This design comes from an exercise in tuning for a short achievable clock period and few clock cycles per item on the open sky130 flow, not from production work.
The RTL was checked by simulation tests, not by an equivalence proof against the original design.

==> module tst_queue, before the edit <==
module tst_queue
#(
    parameter int COORD_BITS = COORD_BITS_DEF
)
(
    input  logic                            clk,
    input  logic                            rst_n,
    input  logic                            acc,
    input  logic                            release_i,
    input  logic [LANES*COORD_BITS-1:0]     bl,
    input  logic [LANES*COORD_BITS-1:0]     br,
    input  logic [LANES*COORD_BITS-1:0]     tp,
    input  logic [LANES*COORD_BITS-1:0]     nl,
    input  logic [LANES*COORD_BITS-1:0]     nr,
    input  logic [LANES*COORD_BITS-1:0]     nt,
    input  logic [STRIP_BITS-1:0]           n_in,
    input  logic [LEG_LANES*(COORD_BITS+1)-1:0] dp_in,
    output logic                            ready,
    output logic                            ready_next,
    output logic [6*LANES*COORD_BITS-1:0]   side_data,
    output logic [LEG_LANES*(COORD_BITS+REM_BITS+2)+STRIP_BITS-1:0] res_data
);
    localparam int CB    = COORD_BITS;
    localparam int VW    = LANES * CB;
    localparam int NCYC  = CB - 1;
    localparam int CYC_W = $clog2(NCYC + 1);
    localparam int R_OFF = LEG_LANES * CB;
    localparam int S_OFF = R_OFF + LEG_LANES * REM_BITS;
    localparam int N_OFF = S_OFF + LEG_LANES;
    localparam int F_OFF = N_OFF + STRIP_BITS;
    localparam int MAXN  = 10;
    function automatic logic [MAXN:0] div2_step(input logic [MAXN-1:0] n_oh,
                                                input logic [MAXN-1:0] ge,
                                                input logic [MAXN-1:0] r_oh,
                                                input logic            b);
        logic [2*MAXN-1:0] sel, gev;
        logic [MAXN-1:0]   ro;
        logic              q;
        for (int v = 0; v < 2*MAXN; v++)
        begin
            sel[v] = r_oh[v/2] & (b == 1'(v % 2));
            gev[v] = (v < MAXN) ? ge[v] : 1'b1;
        end
        q = |(sel & gev);
        for (int x = 0; x < MAXN; x++)
        begin
            ro[x] = sel[x] & ~gev[x];
            for (int v = x + 1; v < 2*MAXN; v++)
                if (v - x <= MAXN)
                    ro[x] = ro[x] | (sel[v] & n_oh[v-x-1]);
        end
        div2_step = {ro, q};
    endfunction
    logic                  run_reg, ready_reg, first_reg, dividing, first_div;
    logic [CYC_W-1:0]      cyc_reg;
    logic [VW-1:0]         bl_reg, br_reg, tp_reg, nl_reg, nr_reg, nt_reg;
    logic [STRIP_BITS-1:0] n_reg;
    logic [MAXN-1:0]       n_oh_reg, ge_reg;
    assign ready      = ready_reg;
    assign ready_next = (run_reg && cyc_reg == CYC_W'(NCYC)) || (ready_reg && !release_i);
    assign dividing  = run_reg;
    assign first_div = first_reg;
    always_ff @(posedge clk or negedge rst_n)
    begin
        if (!rst_n)
        begin
            run_reg   <= 1'b0;
            ready_reg <= 1'b0;
        end
        else if (acc)
        begin
            run_reg   <= 1'b1;
            ready_reg <= 1'b0;
        end
        else if (run_reg && cyc_reg == CYC_W'(NCYC))
        begin
            run_reg   <= 1'b0;
            ready_reg <= 1'b1;
        end
        else if (release_i)
            ready_reg <= 1'b0;
    end
    always_ff @(posedge clk)
    begin
        first_reg <= acc;
        if (acc)
            cyc_reg <= '0;
        else if (run_reg)
            cyc_reg <= cyc_reg + CYC_W'(1);
    end
    always_ff @(posedge clk)
    begin
        if (acc)
        begin
            bl_reg <= bl;
            br_reg <= br;
            tp_reg <= tp;
            nl_reg <= nl;
            nr_reg <= nr;
            nt_reg <= nt;
            n_reg  <= n_in;
            for (int i = 0; i < MAXN; i++)
            begin
                n_oh_reg[i] <= (n_in == STRIP_BITS'(i + 1));
                ge_reg[i]   <= (STRIP_BITS'(i) >= n_in);
            end
        end
    end
    assign side_data = {nt_reg, nr_reg, nl_reg, tp_reg, br_reg, bl_reg};
    assign res_data[N_OFF +: STRIP_BITS] = n_reg;
    for (genvar j = 0; j < LEG_LANES; j++)
    begin : g_div
        logic [CB-1:0]       w_reg, w_in, w_step;
        logic [CB:0]         dp;
        logic [MAXN-1:0]     r_reg, r_in, r_step;
        logic [REM_BITS-1:0] r_bin;
        logic [MAXN:0]       r1_oh;
        logic                sg_reg;
        logic [MAXN:0]       t;
        assign dp = dp_in[j*(CB+1) +: CB+1];
        assign w_in = first_div ? (dp[CB-1:0] ^ {CB{dp[CB]}}) : w_reg;
        assign r_in = first_div ? MAXN'(1) : r_reg;
        always_comb
        begin
            t      = '0;
            w_step = w_in;
            r_step = r_in;
            t      = div2_step(n_oh_reg, ge_reg, r_step, w_step[CB-1]);
            r_step = t[MAXN:1];
            w_step = {w_step[CB-2:0], t[0]};
        end
        always_ff @(posedge clk)
        begin
            if (dividing)
            begin
                w_reg <= w_step;
                r_reg <= r_step;
            end
            if (first_div)
                sg_reg <= dp[CB];
        end
        assign res_data[j*CB +: CB]                     = w_reg ^ {CB{sg_reg}};
        assign r1_oh = sg_reg ? {r_reg, 1'b0} : {1'b0, r_reg};
        always_comb
        begin
            r_bin = '0;
            for (int i = 0; i <= MAXN; i++)
                r_bin = r_bin | (REM_BITS'(i) & {REM_BITS{r1_oh[i]}});
        end
        assign res_data[R_OFF + j*REM_BITS +: REM_BITS] = r_bin;
        assign res_data[F_OFF + j]                      = sg_reg && |(r_reg & n_oh_reg);
        assign res_data[S_OFF + j]                      = sg_reg;
    end
endmodule
Settings: LEC_CHECK=0, ABC_CLOCK_PERIOD_IN_PS=1800, CAP_MARGIN=20, CORE_MARGIN=2, CORE_UTILIZATION=50, SETUP_SLACK_MARGIN=3.3, SLEW_MARGIN=20; clock period 5.5 ns.
run.sh (not shown) runs the stock make flow with config.mk's settings and CLKGATE_MAP_FILE= SYNTH_SCRIPT=/design/flow/synth_recipe.tcl, a recipe that flattens the netlist after the stock synthesis.
Testbench counts at the start, summed over its fixed seeds: cycles 10,058, vertices 9,852.
==> next run, changes <==
--- a/flow/design.v
+++ b/flow/design.v
@@ -167,38 +167,39 @@
     localparam int R_OFF = LEG_LANES * CB;
     localparam int S_OFF = R_OFF + LEG_LANES * REM_BITS;
     localparam int N_OFF = S_OFF + LEG_LANES;
     localparam int F_OFF = N_OFF + STRIP_BITS;
     localparam int MAXN  = 10;
     function automatic logic [MAXN:0] div2_step(input logic [MAXN-1:0] n_oh,
-                                                input logic [MAXN-1:0] ge,
                                                 input logic [MAXN-1:0] r_oh,
                                                 input logic            b);
-        logic [2*MAXN-1:0] sel, gev;
-        logic [MAXN-1:0]   ro;
-        logic              q;
-        for (int v = 0; v < 2*MAXN; v++)
-        begin
-            sel[v] = r_oh[v/2] & (b == 1'(v % 2));
-            gev[v] = (v < MAXN) ? ge[v] : 1'b1;
-        end
-        q = |(sel & gev);
-        for (int x = 0; x < MAXN; x++)
-        begin
-            ro[x] = sel[x] & ~gev[x];
-            for (int v = x + 1; v < 2*MAXN; v++)
-                if (v - x <= MAXN)
-                    ro[x] = ro[x] | (sel[v] & n_oh[v-x-1]);
+        logic [MAXN-1:0] ro;
+        logic            q;
+        logic            hit;
+        ro = '0;
+        q  = 1'b0;
+        for (int n = 1; n <= MAXN; n++)
+        begin
+            for (int r = 0; r < n; r++)
+            begin
+                for (int bb = 0; bb < 2; bb++)
+                begin
+                    hit                = n_oh[n-1] & r_oh[r] & (b == 1'(bb));
+                    ro[(2*r + bb) % n] = ro[(2*r + bb) % n] | hit;
+                    if ((2*r + bb) >= n)
+                        q = q | hit;
+                end
+            end
         end
         div2_step = {ro, q};
     endfunction
     logic                  run_reg, ready_reg, first_reg, dividing, first_div;
     logic [CYC_W-1:0]      cyc_reg;
     logic [VW-1:0]         bl_reg, br_reg, tp_reg, nl_reg, nr_reg, nt_reg;
     logic [STRIP_BITS-1:0] n_reg;
-    logic [MAXN-1:0]       n_oh_reg, ge_reg;
+    logic [MAXN-1:0]       n_oh_reg;
     assign ready      = ready_reg;
     assign ready_next = (run_reg && cyc_reg == CYC_W'(NCYC)) || (ready_reg && !release_i);
     assign dividing  = run_reg;
     assign first_div = first_reg;
     always_ff @(posedge clk or negedge rst_n)
     begin
@@ -237,16 +238,13 @@
             tp_reg <= tp;
             nl_reg <= nl;
             nr_reg <= nr;
             nt_reg <= nt;
             n_reg  <= n_in;
             for (int i = 0; i < MAXN; i++)
-            begin
                 n_oh_reg[i] <= (n_in == STRIP_BITS'(i + 1));
-                ge_reg[i]   <= (STRIP_BITS'(i) >= n_in);
-            end
         end
     end
     assign side_data = {nt_reg, nr_reg, nl_reg, tp_reg, br_reg, bl_reg};
     assign res_data[N_OFF +: STRIP_BITS] = n_reg;
     for (genvar j = 0; j < LEG_LANES; j++)
     begin : g_div
@@ -262,13 +260,13 @@
         assign r_in = first_div ? MAXN'(1) : r_reg;
         always_comb
         begin
             t      = '0;
             w_step = w_in;
             r_step = r_in;
-            t      = div2_step(n_oh_reg, ge_reg, r_step, w_step[CB-1]);
+            t      = div2_step(n_oh_reg, r_step, w_step[CB-1]);
             r_step = t[MAXN:1];
             w_step = {w_step[CB-2:0], t[0]};
         end
         always_ff @(posedge clk)
         begin
             if (dividing)
After rerunning: Cell area drops by 2.4%; global-route usage stays flat; area after synthesis fell by 3.2%; worst hold slack gets worse by 0.067 ns; setup slack degrades by 0.15 ns; non-clock buffer count is lower by 56; routed wire length fell by 2.7%.
Testbench counts after the change, summed over its fixed seeds: cycles 10,058, vertices 9,852.

## afterwards: timing with drivers on the ports
How much do the figures lean on ideal ports? The routed layouts below were timed once more, with nothing changed but the port constraints.
Step 1 assumes that a clkbuf_16 drives the clock port and a buf_2 every other input.
Step 2, shift: input delay + t, output delay - t, t = (earliest + latest rising clock arrival at the registers) / 2. This alone moves slack from input paths to output paths.
Slacks: ideal ports / drivers / drivers and shift; pairs: ideal ports / drivers.
run | shift t [ns] | slack for setup (ns) | worst setup path after step 2 | cell pins on the clock port's net
the first run | 0.920 | 2.946 / 2.853 / 2.141 | input to register | 1
the second run | 0.898 | 2.793 / 2.793 / 2.365 | input to register | 1
After both steps every run listed still meets setup and hold. For the first run, which loses most, drivers alone change the setup slack by -0.093 ns; drivers and shift together by -0.805 ns.
